What follows belongs to an exercise in optimizing a design on an open flow for small area, a short achievable clock period and few clock cycles per item; a production flow would make more cautious choices.
No run shown here included a check of the RTL's function; only the layout flow was run.

[flow/run.sh]
#!/bin/bash
# Standard layout, with the timing repair aiming further below the clock
# period and small port buffers.
set -euo pipefail
bash standard.sh SETUP_SLACK_MARGIN=5.8 "BUFFER_PORTS_ARGS=-buffer_cell sky130_fd_sc_hd__buf_1" finish > standard_flow.log 2>&1
[standard.sh]
#!/bin/bash
# synth_recipe.tcl (not shown) runs the flow's synth.tcl, then flattens the netlist and writes it again
# the make line also repeats each setting of config.mk as NAME=value (left out here)
make -C /OpenROAD-flow-scripts/flow DESIGN_CONFIG=/design/flow/config.mk WORK_HOME=/design/flow/orfs CLKGATE_MAP_FILE= SYNTH_SCRIPT=/design/flow/synth_recipe.tcl "${@:-finish}"
[config.mk]
export PLATFORM = sky130hd
export DESIGN_NAME = alu_top
export DESIGN_NICKNAME = alu_top
export VERILOG_FILES = /design/flow/design.v
export SDC_FILE = /design/flow/constraint.sdc
export NUM_CORES = 4
export LEC_CHECK = 0
export CAP_MARGIN = 20
export CORE_MARGIN = 2
export CORE_UTILIZATION = 65
export SLEW_MARGIN = 20
[constraint.sdc]
create_clock -name core_clock -period 9.5 [get_ports {i_clk}]
set_input_delay 1.9000 -clock core_clock [delete_from_list [all_inputs] [get_ports {i_clk}]]
set_output_delay 1.9000 -clock core_clock [all_outputs]
set_load 0.01 [all_outputs]
[design.v]
package alu_pkg;
    localparam int DATA_W = 16;
    localparam int FRAC_W = 10;
    typedef logic signed [DATA_W-1:0]   fx_t;
    typedef logic [4:0]                 cnt_t;    
    typedef enum logic [3:0] {
        OP_FXADD = 4'd0,
        OP_FXSUB = 4'd1,
        OP_FXMUL = 4'd2,
        OP_FXMAC = 4'd3,
        OP_CLZ   = 4'd5,
        OP_LRCW  = 4'd6,
        OP_LFSR  = 4'd7
    } op_e;
    typedef struct packed {
        op_e op;
        fx_t a;
        fx_t b;
    } alu_req_t;
    localparam int MUL_STEPS = 3;
endpackage
`timescale 1ns/10ps
module fx_arith (
    input  logic        i_clk,
    input  logic        i_first,   
    input  logic [1:0]  i_step,    
    input  logic        i_addsub,
    input  logic        i_sub,
    input  logic        i_mul,
    input  logic        i_mac,
    input  logic [15:0] i_a,
    input  logic [15:0] i_b,       
    input  logic [5:0]  i_b_in,    
    input  logic [15:0] i_a_in,    
    input  logic [15:0] i_acc,
    output logic [15:0] o_res      
);
    function automatic [15:0] sat24(input logic [23:0] v);
        if (!v[23] && (|v[22:15])) begin
            sat24 = 16'h7FFF;
        end else if (v[23] && !(&v[22:15])) begin
            sat24 = 16'h8000;
        end else begin
            sat24 = v[15:0];
        end
    endfunction
    function automatic [15:0] sat17(input logic [16:0] v);
        if (v[16] != v[15]) begin
            sat17 = {v[16], {15{v[15]}}};
        end else begin
            sat17 = v[15:0];
        end
    endfunction
    function automatic [4:0] booth_enc(input logic [3:0] w);
        logic [2:0] t;
        t = w[2:0] ^ {3{w[3]}};
        booth_enc[0] = ~t[2] & (t[1] ^ t[0]);
        booth_enc[1] = (~t[2] & t[1] & t[0]) | (t[2] & ~t[1] & ~t[0]);
        booth_enc[2] = t[2] & (t[1] ^ t[0]);
        booth_enc[3] = t[2] & t[1] & t[0];
        booth_enc[4] = w[3];
    endfunction
    function automatic [18:0] booth_pp(input logic [4:0] e, input logic [15:0] a,
                                       input logic [17:0] a3);
        logic [18:0] m;
        m = ({19{e[0]}} & {{3{a[15]}}, a})
          | ({19{e[1]}} & {{2{a[15]}}, a, 1'b0})
          | ({19{e[2]}} & {a3[17], a3})
          | ({19{e[3]}} & {a[15], a, 2'b0});
        booth_pp = m ^ {19{e[4]}};
    endfunction
    logic [17:0] as_sum;
    logic [16:0] as_res;
    assign as_sum = {i_a[15], i_a[15], i_a, 1'b1} + {i_b[15], i_b[15], i_b, i_sub};
    assign as_res = as_sum[17:1];
    logic [17:0] a3_q;
    always_ff @(posedge i_clk) begin
        a3_q <= {i_a_in[15], i_a_in[15], i_a_in} + {i_a_in[15], i_a_in, 1'b0};
    end
    logic [6:0]  win;
    logic [9:0]  enc_q;
    logic [15:0] h_q;       
    logic [11:0] lo_q;      
    logic [21:0] x;
    logic [21:0] y;
    logic [21:0] hx;
    logic [21:0] cs_s;
    logic [21:0] cs_c;
    logic [22:0] step_sum;
    logic [21:0] sum;
    logic [18:0] pp0;
    logic [18:0] pp1;
    always_comb begin
        if (i_first) begin
            win = {i_b_in, 1'b0};
        end else begin
            case (i_step)
                2'd0:    win = i_b[11:5];
                default: win = {{3{i_b[15]}}, i_b[14:11]};
            endcase
        end
    end
    always_ff @(posedge i_clk) begin
        enc_q <= {booth_enc(win[6:3]), booth_enc(win[3:0])};
    end
    assign pp0  = booth_pp(enc_q[4:0], i_a, a3_q);
    assign pp1  = booth_pp(enc_q[9:5], i_a, a3_q);
    assign hx   = {{6{h_q[15]}}, h_q};
    assign x    = {{3{pp0[18]}}, pp0};
    assign y    = {pp1, {3{enc_q[9]}}};
    assign cs_s = hx ^ x ^ y;
    assign cs_c = (hx & x) | (hx & y) | (x & y);
    assign step_sum = {cs_s, 1'b1} + {cs_c[20:0], enc_q[9], enc_q[4]};
    assign sum      = step_sum[22:1];
    always_ff @(posedge i_clk) begin
        if (i_first) begin
            h_q <= '0;
        end else begin
            h_q <= sum[21:6];
        end
        lo_q <= {sum[5:0], lo_q[11:6]};
    end
    logic [23:0] fin_b;
    logic [24:0] fin_sum;
    logic [23:0] fin;
    assign fin_b   = {{8{i_acc[15] & i_mac}}, i_acc & {16{i_mac}}};
    assign fin_sum = {h_q, lo_q[11:4], 1'b1} + {fin_b, lo_q[3]};
    assign fin     = fin_sum[24:1];
    assign o_res = ({16{i_addsub}} & sat17(as_res))
                 | ({16{i_mul}}    & sat24(fin));
endmodule
`timescale 1ns/10ps
module bit_ops #(
    parameter int LFSR_MAX_STEPS = 8
) (
    input  logic        i_clk,
    input  logic        i_first,   
    input  logic [3:0]  i_b_in,    
    input  logic [15:0] i_a_in,    
    output logic [4:0]  o_clz_in,  
    input  logic        i_lrcw,
    input  logic        i_lfsr,    
    input  logic [15:0] i_a,
    input  logic [15:0] i_hi,      
    output logic [15:0] o_res      
);
    function automatic [4:0] clz16(input logic [15:0] v);
        logic [4:0] n;
        n = 5'd16;
        for (int i = 0; i < 16; i++) begin
            if (v[i]) begin
                n = 5'(15 - i);
            end
        end
        clz16 = n;
    endfunction
    function automatic [1:0] fa(input logic x, input logic y, input logic z);
        fa = {(x & y) | (x & z) | (y & z), x ^ y ^ z};
    endfunction
    function automatic [4:0] popcount(input logic [15:0] v);
        logic [1:0] a1, a2, a3, a4, a5, b6, b7, b8, b9, c10, c11, c12, c13, c14;
        a1  = fa(v[0], v[1], v[2]);
        a2  = fa(v[3], v[4], v[5]);
        a3  = fa(v[6], v[7], v[8]);
        a4  = fa(v[9], v[10], v[11]);
        a5  = fa(v[12], v[13], v[14]);
        b6  = fa(a1[0], a2[0], a3[0]);            
        b7  = fa(a4[0], a5[0], v[15]);            
        b8  = fa(a1[1], a2[1], a3[1]);            
        b9  = fa(a4[1], a5[1], 1'b0);             
        c10 = fa(b6[0], b7[0], 1'b0);             
        c11 = fa(b6[1], b7[1], b8[0]);            
        c12 = fa(b8[1], b9[1], c11[1]);           
        c13 = fa(b9[0], c10[1], c11[0]);          
        c14 = fa(c12[0], c13[1], 1'b0);           
        popcount = {c12[1] & c14[1], c12[1] ^ c14[1], c14[0], c13[0], c10[0]};
    endfunction
    logic [4:0] n_q;
    always_ff @(posedge i_clk) begin
        if (i_first) begin
            n_q <= {1'b0, i_b_in};
        end else begin
            n_q <= popcount(i_a);
        end
    end
    logic [7:0]  fb;
    logic [15:0] lo;
    logic [15:0] hi;
    logic [30:0] x;
    always_comb begin
        for (int j = 1; j <= 8; j++) begin
            fb[8-j] = i_hi[16-j] ^ i_hi[14-j] ^ i_hi[13-j] ^ i_hi[11-j];
        end
    end
    assign lo = i_lrcw ? ~i_hi : {fb, 8'd0};
    assign hi = i_hi ^ {16{n_q[4]}};
    always_comb begin
        x = {hi, lo[15:1]};
        if (n_q[3]) x = {x[22:0], 8'd0};
        if (n_q[2]) x = {x[26:0], 4'd0};
        if (n_q[1]) x = {x[28:0], 2'd0};
        if (n_q[0]) x = {x[29:0], 1'd0};
    end
    assign o_clz_in = clz16(i_a_in);
    assign o_res    = {16{i_lrcw | i_lfsr}} & x[30:15];
endmodule
`timescale 1ns/10ps
module alu_ctrl (
    input  logic        i_clk,
    input  logic        i_rst_n,
    input  logic        i_req,
    input  logic [3:0]  i_op,         
    input  logic        i_mul,        
    input  logic        i_lrcw,       
    input  logic [15:0] i_arith_res,  
    input  logic [15:0] i_bits_res,   
    input  logic [4:0]  i_clz_in,     
    output logic        o_first,      
    output logic [1:0]  o_step,       
    output logic        o_acc_ok,     
    output logic [15:0] o_acc,
    output logic        o_ack,
    output logic [15:0] o_result
);
    logic        busy_q;
    logic        last_q;     
    logic        ack_q;
    logic [1:0]  step_q;
    logic [15:0] result_q;   
    logic        acc_ok_q;   
    logic        one_cycle;
    logic        is_clz;
    logic        at_once;    
    logic        take_now;
    assign one_cycle = !((i_op == alu_pkg::OP_FXMUL) || (i_op == alu_pkg::OP_FXMAC)
                         || (i_op == alu_pkg::OP_LRCW));
    assign is_clz    = (i_op == alu_pkg::OP_CLZ);
    assign at_once   = !((i_op == alu_pkg::OP_FXADD) || (i_op == alu_pkg::OP_FXSUB)
                         || (i_op == alu_pkg::OP_FXMUL) || (i_op == alu_pkg::OP_FXMAC)
                         || (i_op == alu_pkg::OP_LRCW) || (i_op == alu_pkg::OP_LFSR));
    assign take_now  = !busy_q && !ack_q && i_req && at_once;
    always_ff @(posedge i_clk or negedge i_rst_n) begin
        if (!i_rst_n) begin
            busy_q <= 1'b0;
            last_q <= 1'b0;
            ack_q  <= 1'b0;
            step_q <= 2'd0;
        end else begin
            if (!busy_q) begin
                step_q <= 2'd0;
                if (!ack_q && i_req && at_once) begin
                    ack_q  <= 1'b1;
                end else if (!ack_q && i_req) begin
                    busy_q <= 1'b1;
                    last_q <= one_cycle;
                end else if (ack_q && !i_req) begin
                    ack_q  <= 1'b0;
                end
            end else if (last_q) begin
                busy_q <= 1'b0;
                last_q <= 1'b0;
                ack_q  <= 1'b1;
            end else begin
                step_q <= step_q + 2'd1;
                last_q <= i_lrcw || (step_q == 2'd2);
            end
        end
    end
    always_ff @(posedge i_clk) begin
        if (busy_q && last_q) begin
            result_q <= i_arith_res | i_bits_res;
        end else if (take_now) begin
            result_q <= {11'd0, i_clz_in & {5{is_clz}}};
        end
    end
    always_ff @(posedge i_clk or negedge i_rst_n) begin
        if (!i_rst_n) begin
            acc_ok_q <= 1'b0;
        end else if ((busy_q && last_q) || take_now) begin
            acc_ok_q <= 1'b1;
        end
    end
    assign o_first  = !busy_q;
    assign o_step   = step_q;
    assign o_acc_ok = acc_ok_q;
    assign o_acc    = result_q;
    assign o_result = result_q;
    assign o_ack    = ack_q;
endmodule
`timescale 1ns/10ps
module alu_top #(
    parameter int LFSR_MAX_STEPS = 8
) (
    input  logic     i_clk,
    input  logic     i_rst_n,
    input  logic     i_req,
    input  alu_pkg::alu_req_t i_cmd,
    output logic     o_ack,
    output alu_pkg::fx_t      o_result
);
    logic        f_add, f_sub, f_mul, f_mac, f_lrcw, f_lfsr;
    logic [15:0] a_q;
    logic [15:0] bx_q;      
    logic        first;
    logic [1:0]  step;
    logic [15:0] acc;
    logic        acc_ok;
    logic        f_macc;    
    logic [15:0] arith_res;
    logic [15:0] bits_res;
    logic [4:0]  clz_in;
    always_ff @(posedge i_clk) begin
        f_add  <= (i_cmd.op == alu_pkg::OP_FXADD);
        f_sub  <= (i_cmd.op == alu_pkg::OP_FXSUB);
        f_mul  <= (i_cmd.op == alu_pkg::OP_FXMUL);
        f_mac  <= (i_cmd.op == alu_pkg::OP_FXMAC);
        f_macc <= (i_cmd.op == alu_pkg::OP_FXMAC) && acc_ok;
        f_lrcw <= (i_cmd.op == alu_pkg::OP_LRCW);
        f_lfsr <= (i_cmd.op == alu_pkg::OP_LFSR) && !((|i_cmd.b[15:4]) || (i_cmd.b[3] && (|i_cmd.b[2:0])));
        a_q    <= i_cmd.a;
        if (i_cmd.op == alu_pkg::OP_LFSR) begin
            bx_q <= i_cmd.a;
        end else begin
            bx_q <= i_cmd.b ^ {16{i_cmd.op == alu_pkg::OP_FXSUB}};
        end
    end
    alu_ctrl u_ctrl (
        .i_clk       (i_clk),
        .i_rst_n     (i_rst_n),
        .i_req       (i_req),
        .i_op        (i_cmd.op),
        .i_mul       (f_mul | f_mac),
        .i_lrcw      (f_lrcw),
        .i_arith_res (arith_res),
        .i_bits_res  (bits_res),
        .i_clz_in    (clz_in),
        .o_first     (first),
        .o_step      (step),
        .o_acc_ok    (acc_ok),
        .o_acc       (acc),
        .o_ack       (o_ack),
        .o_result    (o_result)
    );
    fx_arith u_fx_arith (
        .i_clk   (i_clk),
        .i_first (first),
        .i_step  (step),
        .i_addsub(f_add | f_sub),
        .i_sub   (f_sub),
        .i_mul   (f_mul | f_mac),
        .i_mac   (f_macc),
        .i_a     (a_q),
        .i_b     (bx_q),
        .i_b_in  (i_cmd.b[5:0]),
        .i_a_in  (i_cmd.a),
        .i_acc   (acc),
        .o_res   (arith_res)
    );
    bit_ops #(
        .LFSR_MAX_STEPS (LFSR_MAX_STEPS)
    ) u_bit_ops (
        .i_clk   (i_clk),
        .i_first (first),
        .i_b_in  (i_cmd.b[3:0]),
        .i_a_in  (i_cmd.a),
        .o_clz_in(clz_in),
        .i_lrcw  (f_lrcw),
        .i_lfsr  (f_lfsr),
        .i_a     (a_q),
        .i_hi    (bx_q),
        .o_res   (bits_res)
    );
endmodule
==> results of run 1 <==
## flip-flops by register name, summed over array words and instances, names as in the netlist, 2 cells and up
name / cells
u_fx_arith.enc_q: 10
u_bit_ops.n_q: 5
u_fx_arith.lo_q: 9
u_ctrl.result_q: 16
u_fx_arith.h_q: 16
u_fx_arith.a3_q: 18
a_q: 14
u_ctrl.step_q: 2
bx_q: 16
## cell usage after synthesis (all sizes together) (25+ instances only)
cell type	instances
xnor2	105
dfxtp	95
nand2	89
o21ai	88
nor2	87
ha	86
a21oi	83
inv	69
clkbuf	57
fa	35
and2	34
mux2i	33
a221oi	32
a22o	31
a211oi	28
nor3	28
nand3	25
## final cells by class
cell class              count  share of cell area
well taps                 225              0.0211
clock inverters            12             0.00890
repair buffers            106              0.0469
inverters                  69              0.0196
multi-input cells        1096               0.673
flip-flops and latches    117               0.194
clock buffers              20              0.0358
## routing by layer
layer	GRT usage	vias to the layer above	wire, µm	share of wire
li1	-	5072	-	-
met2	0.566	507	16000	0.45
met5	0	-	13	0.00037
met3	0.0785	107	2630	0.074
met1	0.483	5140	15200	0.43
met4	0.144	2	1500	0.043
## cell families after synthesis
kind of cell,after synthesis,synth area share
AOI/OAI and AO/OA,423,0.258
xor gates and xnor gates,135,0.113
adders and majority gates,121,0.155
buffers and inverters,134,0.0443
DFF,117,0.221
muxes,50,0.0466
and+or+nand+nor,366,0.161
## worst paths after layout
check	cells after the start	slack, ns	end
setup / recovery	13	5.71	u_fx_arith.h_q[12]
hold / removal	0	0.38	u_fx_arith.lo_q[4]
setup reg to reg	13	5.71	u_fx_arith.h_q[12]
hold reg to reg	0	0.38	u_fx_arith.lo_q[4]
max in group asynchronous	1	7.91	u_ctrl.acc_ok_q
min in group asynchronous	1	1.34	u_ctrl.step_q[1]
## metrics by stage
step	utilization	worst slack (ns)	hold WS (ns)	cell area, µm²
global route	0.775	5.51	0.372	13400
detailed placement	0.683	4.84	0.378	11800
CTS	0.736	5.80	0.375	12700
floorplan	-	5.79	0.334	11500
finish	0.775	5.71	0.378	13400
global placement	0.683	4.95	0.385	11800
## timing repair
action / 4_1_cts / 5_1_grt
buffers inserted: 12 / 35
endpoints found under the setup margin: 32 / 27
gates resized for setup: 66 / 91
cloned: 0 / 1
pin swaps: 18 / 47
## worst register-to-register path: cells and delay by family (launching register included)
kind                     cells  cell delay, ns
AO/OA/AOI/OAI                7            1.90
flip-flops                   1            0.41
XOR/XNOR                     1            0.20
AND/OR/NAND/NOR              3            0.34
adder cells (fa/ha/maj)      2            0.80
==> impl_metrics.yaml, run 1 <==
yosys:
  synth_seq_cells: 117
  ys.flop_type: "dfxtp_1"
  synth_area_um2: 11400
  syn_area_per_cell_um2: 8.50
  yosys_warnings: 4
  synthDistinctLibCells: 83
  synth_top_cell_by_area: "dfxtp_1"
  synth_edf_count: 16
  ys_seq_area_frac: 0.221
  netlist_instances: 1346
  synth_area_leaders: "dfxtp_1 17%, ha_1 9.4%, xnor2_1 8.0%, fa_1 6.1%, edfxtp_1 4.2%"
  yosys.area.top_type_share: 0.166
  ys_async_sr_fraction: 0.0513
  syn-num-nets: 1506
floorplan:
  fp-row-count: 48
  fp.dieW_um: 137
  fp.dieArea_um2: 18700
  num_io_pins: 56
  dieHeight_um: 137
  core_area_um2: 17200
  start_util: 0.664
finish:
  final_common_cell: "xnor2_1"
  regArea_um2: 2600
  layout_common_cells: "104 x xnor2_1, 89 x nand2_1, 87 x nor2_1"
  final_cells: 1645
  finalNetCount: 1567
  syn_to_final_growth_pct: 16.8
  final_layout_size_suffix_gt1_frac: 0.173
  fillers: 1213
  antenna_cells: 0
  multi_input_area_um2: 8990
grt:
  grt_max_degree: 44
  track_usage: 0.361
  first_global_vias: 9826
  antenna_found_initial: 1
  grt_pass1_wl_um: 51800
  overflow: 0
clock_network:
  numCtsBuffers: 17
  path_clk_slew_ns: 0.06
  htreeDepth: 4
  clock_path_buffers: 2
  clk_latency_ns: 0.43
  cts_hold_buf: 0
  cts_tree: "built"
  cts_sinks: 117
  cts_root_buf: "clkbuf_16"
critical_path:
  end_kind: "flip-flop"
  cp_data_required_time_ns: 9.80
  crit_path_max_incr_delay_ns: 0.51
  crit_type: "reg2reg"
  path_cells: "a222oi_1 > xnor2_1 > fa_1 > ha_1 > o21a_1 > o21ai_0 > nand2b_1 > a41oi_2 > o21ai_2 > a311oi_2 > nor2_1 > a2111oi_2 > nor3b_1"
  timing.rr.start: "u_fx_arith.enc_q[5]"
  cp_max_fo: 18
  slowest_stage: "a222oi_1"
  crit_start: "u_fx_arith.enc_q[5]"
  crit_family: "compound AO/OA/AOI/OAI gates"
  crit_arrival_ns: 4.09
  path_buf_inv: 0
  start_kind: "flip-flop"
detailed_routing:
  drt_wl_total_um: 35300
  wire_per_inst_um: 21.5
  vias_per_cell: 6.58
  drtIter0Drc: 1284
  vias: 10800
  ant_nets: 0
  first_pass_iters: 6
  drc: 0
min_path:
  hold_start: "u_fx_arith.lo_q[10]"
  hold_class: "reg2reg"
timing:
  min_period_over_period: 0.399
  tightest_slew_ns: 0.894
  fmax_ghz: 0.264
  hold_viol_final: 0
  rsz0062_at_grt: "yes"
  timing.slew.headroom: 0.404
  finalClockSkew_ns: 0.0163
  min_period_ns: 3.79
  setup_viol: 0
  tns_ns: 0
  report.final.slew_viol_count: 0
run_status:
  status: "finished clean"
placed_design:
  hpwl_um: 25300
  gp_congestion: 0.925
  port_buffers: 55
  dp.cells: 1564
job:
  drv_cap: 0
==> run 2: changes to the inputs <==
==> flow/run.sh (replaced) <==
#!/bin/bash
# Standard layout, with the timing repair aiming further below the clock
# period and small port buffers.
set -euo pipefail
bash standard.sh SETUP_SLACK_MARGIN=6.0 "BUFFER_PORTS_ARGS=-buffer_cell sky130_fd_sc_hd__buf_1" finish > standard_flow.log 2>&1
==> run 2 against run 1 <==
Compared with the run above: clock-buffer cell count shrank 2; design area increased by 7.0%; critical endpoint is now u_fx_arith.a3_q[15].
==> impl_metrics.yaml, run 2 <==
clock_network:
  cts_hold_buf: 0
  clk_latency_ns: 0.42
  cts_sinks: 117
  numCtsBuffers: 17
  cts_tree: "built"
  cts_root_buf: "clkbuf_16"
  clock_path_buffers: 2
  htreeDepth: 4
  path_clk_slew_ns: 0.06
yosys:
  netlist_instances: 1346
  yosys_warnings: 4
  synth_most_common_cell: "xnor2_1"
  synthDistinctLibCells: 83
  syn-num-nets: 1506
  syn_area_per_cell_um2: 8.50
  synth_area_leaders: "dfxtp_1 17%, ha_1 9.4%, xnor2_1 8.0%, fa_1 6.1%, edfxtp_1 4.2%"
  synth_edf_count: 16
  synth_seq_cells: 117
  ys_seq_area_frac: 0.221
  ys_async_sr_fraction: 0.0513
  synth_area_um2: 11400
  synth_common_cells: "105 x xnor2_1, 95 x dfxtp_1, 89 x nand2_1, 87 x nor2_1, 86 x ha_1"
  synth_top_cell_by_area: "dfxtp_1"
  yosys.area.top_type_share: 0.166
  ys.flop_type: "dfxtp_1"
floorplan:
  fp.dieArea_um2: 18700
  fp-row-count: 48
  core_area_um2: 17200
  dieHeight_um: 137
  num_io_pins: 56
  fp.dieW_um: 137
  start_util: 0.664
critical_path:
  crit_type: "in2reg"
  slowest_stage: "a2111o_1"
  crit_path_max_incr_delay_ns: 0.37
  end_kind: "flip-flop"
  start_kind: "input pin"
  cp_max_fo: 4
  cp_data_required_time_ns: 9.84
  crit_start: "i_cmd[16]"
  path_cells: "buf_6 > ha_4 > inv_2 > fa_2 > nor2b_2 > o21ai_1 > a21boi_2 > o21ai_2 > a21boi_2 > o21ai_1 > a21o_1 > a2111o_1 > o211ai_1"
  timing.rr.start: "f_macc"
  crit_arrival_ns: 3.99
grt:
  antenna_found_initial: 1
  first_global_vias: 9993
  track_usage: 0.370
  grt_pass1_wl_um: 53000
  grt_max_degree: 44
  overflow: 0
timing:
  hold_viol_final: 0
  report.final.slew_viol_count: 0
  min_period_ns: 3.65
  fmax_ghz: 0.274
  finalClockSkew_ns: 0.0111
  tns_ns: 0
  min_period_over_period: 0.384
  tightest_slew_ns: 1.07
  worst_slack_ns: 5.85
  setup_viol: 0
  timing.slew.headroom: 0.277
  rsz0062_at_grt: "yes"
placed_design:
  dp.cells: 1565
  detailedPlace.worstSlack_ns: 5.05
  placed_area_um2: 11800
  hpwl_um: 24700
  port_buffers: 55
  gp_congestion: 0.978
finish:
  final_layout_size_suffix_gt1_frac: 0.252
  finalInstanceArea_um2: 14300
  finalNetCount: 1603
  final_cells: 1681
  largest_reg_flops: 18
  multi_input_area_um2: 9600
  syn_to_final_growth_pct: 24.9
  antenna_cells: 0
  fillers: 1037
  regMostFlops: "u_fx_arith.a3_q"
  final_common_cell: "xnor2_1"
  regArea_um2: 2620
  layout_common_cells: "103 x xnor2_1, 85 x nor2_1, 84 x nand2_1"
detailed_routing:
  drt_wl_total_um: 36900
  ant_nets: 0
  wire_per_inst_um: 22.0
  first_pass_iters: 8
  vias: 11200
  drtIter0Drc: 1181
  vias_per_cell: 6.67
  drc: 0
run_status:
  status: "finished clean"
min_path:
  hold_class: "reg2reg"
  hold_start: "u_fx_arith.lo_q[11]"
job:
  drv_cap: 0
[run 2: cell types whose count changed in the layout (fill, tap and decap cells not counted), sizes merged]
| cell | before | now |
|---|---|---|
| clkbuf | 23 | 18 |
| clkinvlp | 2 | 0 |
| clkinv | 6 | 2 |
| buf | 103 | 142 |
| inv | 72 | 80 |
[run 2: timing repair]
item / in CTS / in global routing
endpoints found under the setup margin: 36 / 31
resized for setup: 158 / 131
pin swaps: 47 / 66
setup buffers: 48 / 34
cloned: 1 / 0
[run 2: final cells by class]
| cell class | instances | area share |
|---|---|---|
| clock inverters | 14 | 0.0105 |
| inverters | 69 | 0.0185 |
| multi-input cells | 1096 | 0.672 |
| well taps | 225 | 0.0197 |
| repair buffers | 142 | 0.0648 |
| clock buffers | 18 | 0.0315 |
| flip-flops and latches | 117 | 0.183 |
[run 2: critical path: cells and delay by family]
| kind | cells | cell delay, ns |
|---|---|---|
| AOI/OAI and AO/OA | 8 | 1.32 |
| buffers and inverters | 2 | 0.12 |
| and+or+nand+nor | 1 | 0.15 |
| adders and majority gates | 2 | 0.49 |
[run 2: cell families after synthesis]
kind of cell / after synthesis / synth area share
adder cells (fa/ha/maj): 121 / 0.155
AO/OA/AOI/OAI: 423 / 0.258
flip-flops: 117 / 0.221
multiplexers: 50 / 0.0466
buffers and inverters: 134 / 0.0443
AND/OR/NAND/NOR: 366 / 0.161
XOR/XNOR: 135 / 0.113
[run 2: path summary, 6_finish.rpt]
| check | to | slack (ns) | depth (start not counted) |
|---|---|---|---|
| hold / removal | u_fx_arith.lo_q[5] | 0.42 | 0 |
| hold reg to reg | u_fx_arith.lo_q[5] | 0.42 | 0 |
| setup / recovery | u_fx_arith.a3_q[15] | 5.85 | 13 |
| min in group asynchronous | u_ctrl.last_q | 1.34 | 1 |
| setup reg to reg | u_ctrl.result_q[3] | 5.85 | 14 |
| max in group asynchronous | u_ctrl.busy_q | 7.90 | 1 |
[run 2: stage by stage]
stage,util,hold WS (ns)
2_1_floorplan,-,0.334
3_5_place_dp,0.686,0.402
3_3_place_gp,0.686,0.387
4_1_cts,0.781,0.405
5_1_grt,0.829,0.427
6_report,0.829,0.421
[run 2: layer usage]
metal	GRT usage	share of wire
met5	0	0
met3	0.0878	0.089
met1	0.494	0.41
met4	0.157	0.050
met2	0.574	0.45

## what the ideal ports hide
No port has a modelled driver above. Below, the same layouts with a new extraction and two added sets of constraints. Step 1, drivers: a clkbuf_16 drives i_clk and a buf_2 each remaining input, both assumed. Step 2 times the ports against the registers' clock, not the clock port: input delays grow and output delays shrink by t, the midpoint of the rising clock arrivals with the driver on. Slacks: ideal ports / drivers / drivers and shift; pairs: ideal ports / drivers.
run | t, ns | setup WS [ns] | slew at the worst register clock pin (ns) | pins driven straight from the clock port
run 1 | 0.467 | 5.712 / 5.712 / 5.408 | 0.07 / 0.07 | 1
run 2 | 0.468 | 5.852 / 5.850 / 5.382 | 0.07 / 0.07 | 1
After both steps setup and hold are still met in every run listed. For run 2, which loses most, drivers alone change the setup slack by -0.002 ns; drivers and shift together by -0.470 ns.
